Source: an optimization exercise on an open RTL-to-GDS flow (aim: a short achievable clock period and few clock cycles per item). Production flows keep margins and buffers that such runs may drop. Function was checked by simulation only, so behaviour that the tests miss may differ from the original. Power and IR drop assume default switching activity.

run a:
// lc4_superscalar
module lc4_superscalar #(
   parameter logic [15:0] p_pc_reset = 16'h8200
) (
   input  logic        gwe,
   input  logic        i_rst_n,
   input  logic [15:0] i_insn_a,
   input  logic [15:0] i_insn_b,
   input  logic [15:0] i_dmem_data,
   output logic [15:0] o_pc,
   output logic [15:0] o_dmem_addr,
   output logic        o_dmem_we,
   output logic [15:0] o_dmem_wdata,
   output logic [1:0]  o_wb_stall_a,
   output logic [1:0]  o_wb_stall_b,
   output logic [15:0] o_wb_pc_a,
   output logic [15:0] o_wb_pc_b,
   output logic        o_wb_rf_we_a,
   output logic        o_wb_rf_we_b,
   output logic [2:0]  o_wb_rf_wsel_a,
   output logic [2:0]  o_wb_rf_wsel_b,
   output logic [15:0] o_wb_rf_data_a,
   output logic [15:0] o_wb_rf_data_b,
   output logic [2:0]  o_wb_nzp_a,
   output logic [2:0]  o_wb_nzp_b
);
For scale: roughly 3100 cells after synthesis, ~570 flip-flops, ~180 I/O pins, ~0.031 mm² of cells after synthesis.
Settings: LEC_CHECK=0, ABC_CLOCK_PERIOD_IN_PS=3000, CAP_MARGIN=20, CORE_MARGIN=2, CORE_UTILIZATION=40, SETUP_SLACK_MARGIN=3.0, SLEW_MARGIN=20; clock period 6.5 ns.
run.sh (not shown) runs the stock make flow with config.mk's settings and CLKGATE_MAP_FILE= SYNTH_SCRIPT=/design/flow/synth_recipe.tcl, a recipe that flattens the netlist after the stock synthesis.
Run a ran to completion and came out clean on the timing, DRC and antenna checks.
Testbench counts of run a, summed over its fixed seeds: cycles 9,452, items 16,000.
For run b, these inputs were changed with respect to run a:
Settings: ABC_CLOCK_PERIOD_IN_PS no longer set, was 3000; SETUP_SLACK_MARGIN no longer set, was 3.0.
Notes after the runs:
- Looking at total power consumption of the routed design across run a and run b, the one that comes out higher is run a.
- | final critical delay including setup and external delays | run b vs run a | worse |
- Taking run a as the reference, in run b global placer's final weighted congestion went down by about 2.3%; worst-case setup slack after placement went down by 0.64 ns.
- Of run a and run b, the run reporting the higher switching component of the power was run a.
- Summary: with run a as the reference, routed wire length in run b moved down by more than 10%.
- Run comparison: run a endpoint of the most critical setup path u_lane_b.m_result[15]; run b endpoint of the most critical setup path u_lane_a.m_result[15]
- Run b improves on run a in first-pass GRT wire length.
- Total number of vias in run b vs run a: down about 8%
- Looking at design internal power, run b sits about 4.5% lower than run a does.

========
lc4_superscalar, a different RTL version from the one above (not shown whole).
Size: roughly 4900 cells after synthesis, ~770 flip-flops, about 180 I/O pins, ~45000 µm² of cells after synthesis.
clock: 6.5 ns
lec_check: 0
abc_clock_period_in_ps: 2000
cap_margin: 20
core_margin: 2
core_utilization: 40
gpl_routability_driven: 0
setup_slack_margin: 4.0
slew_margin: 20
Testbench counts at the start, summed over its fixed seeds: cycles 9,397, items 16,000.
Edit:
CELL_PAD_IN_SITES_DETAIL_PLACEMENT = 0   (was not set)
CELL_PAD_IN_SITES_GLOBAL_PLACEMENT = 0   (was not set)
GPL_ROUTABILITY_DRIVEN = not set   (was 0)
PLACE_DENSITY = 0.75   (was not set)
Result:
- power goes down by a few percent
- die area is unchanged
- routed wire length goes down slightly
- cell area goes down slightly
- sequential power stays flat
- setup slack gets worse by 0.031 ns

========
== yarrow ==
lc4_superscalar, a different RTL version from the one above (not shown whole).
Size: ~690 flip-flops, roughly 180 I/O pins, ~44000 um2 of cells after synthesis.
==> flow/config.mk <==
export PLATFORM = sky130hd
export DESIGN_NAME = lc4_superscalar
export DESIGN_NICKNAME = lc4_superscalar
export VERILOG_FILES = /design/flow/design.v
export SDC_FILE = /design/flow/constraint.sdc
export NUM_CORES = 4
export LEC_CHECK = 0
export ABC_CLOCK_PERIOD_IN_PS = 2000
export CAP_MARGIN = 20
export CORE_MARGIN = 2
export CORE_UTILIZATION = 40
export SETUP_SLACK_MARGIN = 4.5
export SLEW_MARGIN = 20
==> flow/constraint.sdc <==
create_clock -name core_clock -period 6.5 [get_ports {gwe}]
set_input_delay 1.3000 -clock core_clock [delete_from_list [all_inputs] [get_ports {gwe}]]
set_output_delay 1.3000 -clock core_clock [all_outputs]
set_load 0.01 [all_outputs]
The final layout from yarrow, which completed every stage, passed the timing, DRC and antenna checks at the end of the flow.
Testbench counts of yarrow, summed over its fixed seeds: cycles 9,444, items 16,000.
diff inputs: yarrow => lagoon
- a change of SETUP_SLACK_MARGIN from 4.5 to 4.0
==> run notes <==
yarrow → lagoon: fraction of power consumed by combinational cells moved down; peak ir drop on the vdd network now larger; sequential cell power held.
The higher register-to-register slack came out of lagoon.
Delta (lagoon minus yarrow): final area -about 4.4%, total of hold buffers inserted after clock tree synthesis now sits at about the same level.
First-pass GRT wire length: lagoon < yarrow
Of yarrow and lagoon, the run reporting the higher instance area after placement was yarrow.

========
## the baseline
RTL: one of the versions met above, not the one the previous note started from.
Size: roughly 4900 cells after synthesis, about 770 flip-flops, ~180 I/O pins, ~0.045 mm^2 of cells after synthesis.
clock: 6.5 ns
lec_check: 0
abc_clock_period_in_ps: 2000
cap_margin: 20
core_margin: 2
core_utilization: 40
gpl_routability_driven: 0
setup_slack_margin: 4.3
slew_margin: 20
No stage failed in the baseline, and the final checks on the layout all came back clean.
Testbench counts of the baseline, summed over its fixed seeds: cycles 9,397, items 16,000.
Input-level comparison between the candidate and the baseline:
- removing GPL_ROUTABILITY_DRIVEN (formerly 0)
- changing SETUP_SLACK_MARGIN from 4.3 to 4.0
==> comparison <==
The candidate: flow completed, timing, DRC and antenna clean. In the metrics for the baseline and the candidate, the one carrying the higher sum of net half-perimeters after detailed placement is the candidate. Run comparison: the candidate capture point of the critical path xdb_a[10]; the baseline capture point of the critical path xda_b[15]. Proportion of synthesized flip-flops having asynchronous set or reset came out exactly the same in the baseline and the candidate. Of the baseline and the candidate, the baseline shows the lower multi-input gate share of total cell area, with the candidate above it.

## re-timing with driven ports
In the flow no input, the clock included, has a driving cell. The finished layouts below were timed again as built, in two steps.
Step 1: set_driving_cell puts a clkbuf_16 on gwe and a buf_2 on each other input, an assumption about the parent block.
Step 2, shift: input delay + t, output delay - t, t = (earliest + latest rising clock arrival at the registers) / 2. This alone moves slack from input paths to output paths.
Slacks: ideal ports / drivers / drivers and shift; pairs: ideal ports / drivers.
run	t (ns)	slack for setup (ns)	worst register clock-pin slew, ns
run a	0.687	1.759 / 1.759 / 1.759	0.07 / 0.07
run b	0.685	0.482 / 0.482 / 0.482	0.06 / 0.06
the first run of note 2	0.750	3.597 / 3.597 / 2.922	0.07 / 0.07
the second run of note 2	0.748	3.567 / 3.567 / 2.866	0.07 / 0.07
yarrow	0.748	3.494 / 3.494 / 3.090	0.07 / 0.07
lagoon	0.749	3.531 / 3.531 / 3.046	0.07 / 0.07
the baseline	0.754	3.522 / 3.522 / 2.798	0.06 / 0.06
the candidate	0.749	3.566 / 3.566 / 2.867	0.07 / 0.07
After both steps every run listed still meets setup and hold. The setup slack of the baseline, which loses most, moves by 0.000 ns with the drivers and by -0.724 ns with both steps.
